From an optimization exercise on the open Yosys and OpenROAD flow, aimed at small area; shortcuts taken in it are not production practice.
Function was checked by simulation only, so behaviour that the tests miss may differ from the original.

==> v35: inputs <==
==> flow/design.v <==
`default_nettype none
`timescale 1ns/100ps
module acs_unit (
	input  logic [10-1:0] pm_upper,
	input  logic [10-1:0] pm_lower,
	input  logic [6-1:0] bm_upper,
	input  logic [6-1:0] bm_lower,
	output logic [10-1:0] pm_out,
	output logic                     decision
);
	localparam int W = 10;
	localparam int B = 6;
	logic [W-1:0] cand_upper;
	logic [W-1:0] cand_lower;
	logic [W:0]   cy_upper;
	logic [W:0]   cy_lower;
	logic [W:0]   borrow;
	assign cy_upper[0] = 1'b0;
	assign cy_lower[0] = 1'b0;
	genvar i;
	generate
		for (i = 0; i < W; i++) begin : g_add
			if (i < B) begin : g_full
				assign cand_upper[i] = pm_upper[i] ^ bm_upper[i] ^ cy_upper[i];
				assign cy_upper[i+1] = (pm_upper[i] & bm_upper[i]) | (cy_upper[i] & (pm_upper[i] ^ bm_upper[i]));
				assign cand_lower[i] = pm_lower[i] ^ bm_lower[i] ^ cy_lower[i];
				assign cy_lower[i+1] = (pm_lower[i] & bm_lower[i]) | (cy_lower[i] & (pm_lower[i] ^ bm_lower[i]));
			end else begin : g_half
				assign cand_upper[i] = pm_upper[i] ^ cy_upper[i];
				assign cy_upper[i+1] = pm_upper[i] & cy_upper[i];
				assign cand_lower[i] = pm_lower[i] ^ cy_lower[i];
				assign cy_lower[i+1] = pm_lower[i] & cy_lower[i];
			end
		end
	endgenerate
	assign borrow[0] = 1'b0;
	generate
		for (i = 0; i < W; i++) begin : g_cmp
			assign borrow[i+1] = (~cand_lower[i] & cand_upper[i]) |
				(~cand_lower[i] & borrow[i]) | (cand_upper[i] & borrow[i]);
		end
	endgenerate
	assign decision = cand_lower[W-1] ^ cand_upper[W-1] ^ borrow[W-1];
	assign pm_out = decision ? cand_lower : cand_upper;
endmodule
`default_nettype wire
`default_nettype none
`timescale 1ns/100ps
module acs_bank (
	input  logic                                     phase,
	input  logic [8*6-1:0]               bm_set,
	input  logic [32*10-1:0]    slot_metrics,
	output logic [32/2*10-1:0]  new_even,
	output logic [32/2*10-1:0]  new_odd,
	output logic [32/2-1:0]                dec_even,
	output logic [32/2-1:0]                dec_odd
);
	localparam logic [3*32-1:0] BUTTERFLY_LABEL = {
		3'b000, 3'b110, 3'b111, 3'b001, 3'b101, 3'b011, 3'b010, 3'b100,
		3'b010, 3'b100, 3'b101, 3'b011, 3'b111, 3'b001, 3'b000, 3'b110,
		3'b001, 3'b111, 3'b110, 3'b000, 3'b100, 3'b010, 3'b011, 3'b101,
		3'b011, 3'b101, 3'b100, 3'b010, 3'b110, 3'b000, 3'b001, 3'b111
	};
	localparam int W = 10;
	localparam int B = 6;
	localparam int NU = 32/2;
	genvar k;
	generate
		for (k = 0; k < NU; k++) begin : g_bfly
			localparam logic [3-1:0] LBL_A =
				BUTTERFLY_LABEL[3*(32-1-2*k) +: 3];
			localparam logic [3-1:0] LBL_B =
				BUTTERFLY_LABEL[3*(32-2-2*k) +: 3];
			localparam logic [3-1:0] LBL_A_CROSS = ~LBL_A;
			localparam logic [3-1:0] LBL_B_CROSS = ~LBL_B;
			logic [B-1:0] bm_direct;
			logic [B-1:0] bm_cross;
			assign bm_direct = phase ? bm_set[LBL_B*B +: B] : bm_set[LBL_A*B +: B];
			assign bm_cross  = phase ? bm_set[LBL_B_CROSS*B +: B] : bm_set[LBL_A_CROSS*B +: B];
			acs_unit u_acs_even (
				.pm_upper  (slot_metrics[k*W +: W]),
				.pm_lower  (slot_metrics[(k + NU)*W +: W]),
				.bm_upper  (bm_direct),
				.bm_lower  (bm_cross),
				.pm_out    (new_even[k*W +: W]),
				.decision  (dec_even[k])
			);
			acs_unit u_acs_odd (
				.pm_upper  (slot_metrics[k*W +: W]),
				.pm_lower  (slot_metrics[(k + NU)*W +: W]),
				.bm_upper  (bm_cross),
				.bm_lower  (bm_direct),
				.pm_out    (new_odd[k*W +: W]),
				.decision  (dec_odd[k])
			);
		end
	endgenerate
endmodule
`default_nettype wire
`default_nettype none
`timescale 1ns/100ps
module path_metric_store (
	input  logic                                     clk,
	input  logic                                     reset_n,
	input  logic [32/2*10-1:0]  new_even,
	input  logic [32/2*10-1:0]  new_odd,
	output logic                                     phase,
	output logic [32*10-1:0]    slot_metrics
);
	localparam int W = 10;
	localparam int NU = 32/2;
	logic [NU*W-1:0] xa;
	logic [NU*W-1:0] xb;
	logic [NU*W-1:0] ya;
	logic [NU*W-1:0] yb;
	always_ff @(posedge clk or negedge reset_n) begin
		if (!reset_n) begin
			phase <= 1'b0;
		end else begin
			phase <= ~phase;
		end
	end
	always_ff @(posedge clk or negedge reset_n) begin
		if (!reset_n) begin
			xa <= '0;
			yb <= '0;
		end else begin
			xa <= ya;
			yb <= new_odd;
		end
	end
	logic sel_new;
	logic sel_y;
	assign sel_new = reset_n & phase;
	assign sel_y   = reset_n & ~phase;
	always_ff @(posedge clk) begin
		xb <= ({NU*W{sel_new}} & new_even) | ({NU*W{sel_y}} & yb);
		ya <= ({NU*W{sel_new}} & yb) | ({NU*W{sel_y}} & new_even);
	end
	always_comb begin
		for (int k = 0; k < NU; k++) begin
			slot_metrics[(2*k)*W +: W]     = xa[k*W +: W];
			slot_metrics[(2*k + 1)*W +: W] = xb[k*W +: W];
		end
	end
endmodule
`default_nettype wire
`default_nettype none
`timescale 1ns/100ps
module decision_register (
	input  logic                       clk,
	input  logic                       reset_n,
	input  logic                       phase,
	input  logic [32/2-1:0]  dec_even,
	input  logic [32/2-1:0]  dec_odd,
	output logic [64-1:0] sel_out
);
	localparam int NU = 32/2;
	logic [NU-1:0] stage_even;
	logic [NU-1:0] stage_odd;
	always_ff @(posedge clk) begin
		stage_even <= dec_even;
		stage_odd <= dec_odd;
	end
	always_ff @(posedge clk or negedge reset_n) begin
		if (!reset_n) begin
			sel_out <= '0;
		end else if (phase) begin
			for (int k = 0; k < NU; k++) begin
				sel_out[4*k]     <= stage_even[k];
				sel_out[4*k + 1] <= stage_odd[k];
				sel_out[4*k + 2] <= dec_even[k];
				sel_out[4*k + 3] <= dec_odd[k];
			end
		end
	end
endmodule
`default_nettype wire
`default_nettype none
`timescale 1ns/100ps
module viterbi_pmu (
	input  logic                       clk,
	input  logic                       reset_n,
	input  logic [6-1:0]   bm_000,
	input  logic [6-1:0]   bm_001,
	input  logic [6-1:0]   bm_010,
	input  logic [6-1:0]   bm_011,
	input  logic [6-1:0]   bm_100,
	input  logic [6-1:0]   bm_101,
	input  logic [6-1:0]   bm_110,
	input  logic [6-1:0]   bm_111,
	output logic [64-1:0] sel_out,
	output logic                       clk_div2_out
);
	logic [8*6-1:0]                  bm_set;
	logic                                        phase;
	logic [32*10-1:0]       slot_metrics;
	logic [32/2*10-1:0]     new_even;
	logic [32/2*10-1:0]     new_odd;
	logic [32/2-1:0]                   dec_even;
	logic [32/2-1:0]                   dec_odd;
	assign bm_set = {bm_111, bm_110, bm_101, bm_100, bm_011, bm_010, bm_001, bm_000};
	assign clk_div2_out = ~phase;
	acs_bank u_acs_bank (
		.phase        (phase),
		.bm_set       (bm_set),
		.slot_metrics (slot_metrics),
		.new_even     (new_even),
		.new_odd      (new_odd),
		.dec_even     (dec_even),
		.dec_odd      (dec_odd)
	);
	path_metric_store u_path_metric_store (
		.clk          (clk),
		.reset_n      (reset_n),
		.new_even     (new_even),
		.new_odd      (new_odd),
		.phase        (phase),
		.slot_metrics (slot_metrics)
	);
	decision_register u_decision_register (
		.clk       (clk),
		.reset_n   (reset_n),
		.phase     (phase),
		.dec_even  (dec_even),
		.dec_odd   (dec_odd),
		.sel_out   (sel_out)
	);
endmodule
`default_nettype wire
==> flow/run.sh <==
#!/bin/bash
# synth_recipe.tcl (not shown) runs the flow's synth.tcl, then flattens the netlist and writes it again
# the make line also repeats each setting of config.mk as NAME=value (left out here)
make -C /OpenROAD-flow-scripts/flow DESIGN_CONFIG=/design/flow/config.mk WORK_HOME=/design/flow/orfs CLKGATE_MAP_FILE= SYNTH_SCRIPT=/design/flow/synth_recipe.tcl finish
==> flow/config.mk <==
export PLATFORM = sky130hd
export DESIGN_NAME = viterbi_pmu
export DESIGN_NICKNAME = viterbi_pmu
export VERILOG_FILES = /design/flow/design.v
export SDC_FILE = /design/flow/constraint.sdc
export NUM_CORES = 4
export LEC_CHECK = 0
export CAP_MARGIN = 20
export CORE_MARGIN = 2
export CORE_UTILIZATION = 40
export CTS_CLUSTER_DIAMETER = 80
export CTS_CLUSTER_SIZE = 25
export SLEW_MARGIN = 20
==> flow/constraint.sdc <==
create_clock -name core_clock -period 7.0 [get_ports {clk}]
set_input_delay 1.4000 -clock core_clock [delete_from_list [all_inputs] [get_ports {clk}]]
set_output_delay 1.4000 -clock core_clock [all_outputs]
set_load 0.01 [all_outputs]
==> inputs of v8, as changes to v35 <==
==> flow/design.v, changed modules only <==
module acs_bank (
	input  logic                                       phase,
	input  logic [8*6-1:0]                 bm_set,
	input  logic [64*10-1:0]   old_metrics,
	output logic [32*10-1:0]      new_metrics,
	output logic [32-1:0]                    decisions
);
	localparam logic [3*32-1:0] BUTTERFLY_LABEL = {
		3'b000, 3'b110, 3'b111, 3'b001, 3'b101, 3'b011, 3'b010, 3'b100,
		3'b010, 3'b100, 3'b101, 3'b011, 3'b111, 3'b001, 3'b000, 3'b110,
		3'b001, 3'b111, 3'b110, 3'b000, 3'b100, 3'b010, 3'b011, 3'b101,
		3'b011, 3'b101, 3'b100, 3'b010, 3'b110, 3'b000, 3'b001, 3'b111
	};
	logic [8*6-1:0] bm_phase;
	genvar j;
	generate
		for (j = 0; j < 8; j++) begin : g_bm
			assign bm_phase[j*6 +: 6] = phase ?
				bm_set[(7-j)*6 +: 6] :
				bm_set[j*6 +: 6];
		end
		for (j = 0; j < 32; j++) begin : g_bfly
			localparam logic [3-1:0] LBL_DIRECT =
				BUTTERFLY_LABEL[3*(32-1-j) +: 3];
			localparam logic [3-1:0] LBL_CROSS = ~LBL_DIRECT;
			acs_unit u_acs (
				.pm_upper  (old_metrics[j*10 +: 10]),
				.pm_lower  (old_metrics[(j + 32)*10 +: 10]),
				.bm_upper  (bm_phase[LBL_DIRECT*6 +: 6]),
				.bm_lower  (bm_phase[LBL_CROSS*6 +: 6]),
				.pm_out    (new_metrics[j*10 +: 10]),
				.decision  (decisions[j])
			);
		end
	endgenerate
endmodule
module path_metric_store (
	input  logic                                     clk,
	input  logic                                     reset_n,
	input  logic [32*10-1:0]    new_metrics,
	output logic                                     phase,
	output logic [64*10-1:0] old_metrics
);
	logic [32*10-1:0]    pm_stage;
	logic [64*10-1:0] pm_reg;
	always_ff @(posedge clk or negedge reset_n) begin
		if (!reset_n) begin
			phase <= 1'b0;
		end else begin
			phase <= ~phase;
		end
	end
	always_ff @(posedge clk) begin
		pm_stage <= new_metrics;
	end
	logic load_new;
	logic keep_old;
	logic [64*10-1:0] pm_next;
	assign load_new = reset_n & phase;
	assign keep_old = reset_n & ~phase;
	always_comb begin
		for (int j = 0; j < 32; j++) begin
			pm_next[(2*j)*10 +: 10] =
				({10{load_new}} & pm_stage[j*10 +: 10]) |
				({10{keep_old}} & pm_reg[(2*j)*10 +: 10]);
			pm_next[(2*j + 1)*10 +: 10] =
				({10{load_new}} & new_metrics[j*10 +: 10]) |
				({10{keep_old}} & pm_reg[(2*j + 1)*10 +: 10]);
		end
	end
	always_ff @(posedge clk) begin
		pm_reg <= pm_next;
	end
	assign old_metrics = pm_reg;
endmodule
module decision_register (
	input  logic                       clk,
	input  logic                       reset_n,
	input  logic                       phase,
	input  logic [32-1:0]    decisions,
	output logic [64-1:0] sel_out
);
	logic [32-1:0] dec_stage;
	always_ff @(posedge clk) begin
		dec_stage <= decisions;
	end
	always_ff @(posedge clk or negedge reset_n) begin
		if (!reset_n) begin
			sel_out <= '0;
		end else if (phase) begin
			for (int j = 0; j < 32; j++) begin
				sel_out[2*j] <= dec_stage[j];
				sel_out[2*j + 1] <= decisions[j];
			end
		end
	end
endmodule
module viterbi_pmu (
	input  logic                       clk,
	input  logic                       reset_n,
	input  logic [6-1:0]   bm_000,
	input  logic [6-1:0]   bm_001,
	input  logic [6-1:0]   bm_010,
	input  logic [6-1:0]   bm_011,
	input  logic [6-1:0]   bm_100,
	input  logic [6-1:0]   bm_101,
	input  logic [6-1:0]   bm_110,
	input  logic [6-1:0]   bm_111,
	output logic [64-1:0] sel_out,
	output logic                       clk_div2_out
);
	logic [8*6-1:0]                 bm_set;
	logic                                       phase;
	logic [64*10-1:0]   old_metrics;
	logic [32*10-1:0]      new_metrics;
	logic [32-1:0]                    decisions;
	assign bm_set = {bm_111, bm_110, bm_101, bm_100, bm_011, bm_010, bm_001, bm_000};
	assign clk_div2_out = ~phase;
	acs_bank u_acs_bank (
		.phase       (phase),
		.bm_set      (bm_set),
		.old_metrics (old_metrics),
		.new_metrics (new_metrics),
		.decisions   (decisions)
	);
	path_metric_store u_path_metric_store (
		.clk         (clk),
		.reset_n     (reset_n),
		.new_metrics (new_metrics),
		.phase       (phase),
		.old_metrics (old_metrics)
	);
	decision_register u_decision_register (
		.clk       (clk),
		.reset_n   (reset_n),
		.phase     (phase),
		.decisions (decisions),
		.sel_out   (sel_out)
	);
endmodule
CTS_CLUSTER_DIAMETER = unset   (was 80)
CTS_CLUSTER_SIZE = unset   (was 25)
==> inputs of v26, as changes to v35 <==
==> flow/design.v, changed modules only <==
module path_metric_store (
	input  logic                                     clk,
	input  logic                                     reset_n,
	input  logic [32/2*10-1:0]  new_even,
	input  logic [32/2*10-1:0]  new_odd,
	output logic                                     phase,
	output logic [32*10-1:0]    slot_metrics
);
	localparam int W = 10;
	localparam int NU = 32/2;
	logic [NU*W-1:0] xa;
	logic [NU*W-1:0] xb;
	logic [NU*W-1:0] ya;
	logic [NU*W-1:0] yb;
	always_ff @(posedge clk or negedge reset_n) begin
		if (!reset_n) begin
			phase <= 1'b0;
		end else begin
			phase <= ~phase;
		end
	end
	always_ff @(posedge clk or negedge reset_n) begin
		if (!reset_n) begin
			ya <= '0;
			yb <= '0;
		end else begin
			ya <= phase ? yb : new_even;
			yb <= new_odd;
		end
	end
	always_ff @(posedge clk) begin
		xa <= ya;
		xb <= phase ? new_even : yb;
	end
	always_comb begin
		for (int k = 0; k < NU; k++) begin
			slot_metrics[(2*k)*W +: W]     = xa[k*W +: W];
			slot_metrics[(2*k + 1)*W +: W] = xb[k*W +: W];
		end
	end
endmodule
==> inputs of v9, as changes to v35 <==
CTS_CLUSTER_DIAMETER = 100   (was 80)
CTS_CLUSTER_SIZE = 30   (was 25)
==> comparison table <==
metric	v26	v9	v35	v8
Outcome	complete, no violations	complete, no violations	complete, no violations	complete, no violations
Cells after Synth	3466	3835	3835	5043
Final WS setup	0.554 ns	0.564 ns	0.551 ns	0.312 ns
Adder and majority cell fraction of the synthesized area	25.3%	24.7%	24.7%	18.5%
Met1 track demand over resource in global routing	29.8%	29.6%	29.5%	31.8%
Proportion of final cell area spent on non-clock buffers	4.61%	4.87%	4.84%	3.72%
Num sequential	737	737	737	1057
Critical path peak fanout	43	9	43	22
Pre-CTS setup slack	-0.0879 ns	-0.0476 ns	-0.0476 ns	-0.194 ns
Met2 Track Usage GR	34.1%	36.4%	36.3%	36.0%
Clock network share of area	3.68%	2.72%	3.34%	6.53%
Post-Syn Area	41500 um2	42500 um2	42500 um2	54500 um2
Seq/total area	35.7%	35.2%	35.0%	34.5%
Multi-input comb cells	2291	2498	2498	3190
Met3 Usage GRT	2.44%	2.52%	2.88%	3.59%
Fraction of area in multi-input gates	49.5%	49.9%	49.5%	48.3%
Initial standard-cell utilization of the core	40.2%	40.4%	40.4%	40.3%
Count of buffer and inverter cells on the critical path	5	6	4	4
Worst clock skew	0.0447 ns	0.0347 ns	0.0338 ns	0.0552 ns
Logic inverters	351	462	462	552
Asr flop ratio synth	52.2%	52.2%	52.2%	6.15%
Met3 Wirelength	4010 um	4880 um	5520 um	8640 um
Detailed-route wire length per cell	21.6 um	21.5 um	21.4 um	23.1 um
Clock Buffer Count	57	46	61	153

what the ideal ports hide:
In the flow no input, the clock included, has a driving cell. The finished layouts below were timed again as built, in two steps. Step 1, drivers: a clkbuf_16 drives clk and a buf_2 each remaining input, both assumed. Step 2 times the ports against the registers' clock, not the clock port: input delays grow and output delays shrink by t, the midpoint of the rising clock arrivals with the driver on. a / b / c = ideal ports / drivers / drivers and shift; a / b = the first two.
run	t (ns)	setup WS [ns]	hold slack, ns
v35	0.717	0.551 / 0.551 / -0.044	0.307 / 0.307 / 0.307
v8	0.800	0.312 / 0.312 / -0.360	0.441 / 0.441 / 0.441
v26	0.705	0.554 / 0.554 / -0.099	0.327 / 0.327 / 0.327
v9	0.679	0.564 / 0.578 / -0.068	0.322 / 0.322 / 0.322
Met with ideal ports but missed after step 2: setup timing in every run listed. For v8, which loses most, drivers alone change the setup slack by 0.000 ns; drivers and shift together by -0.672 ns.
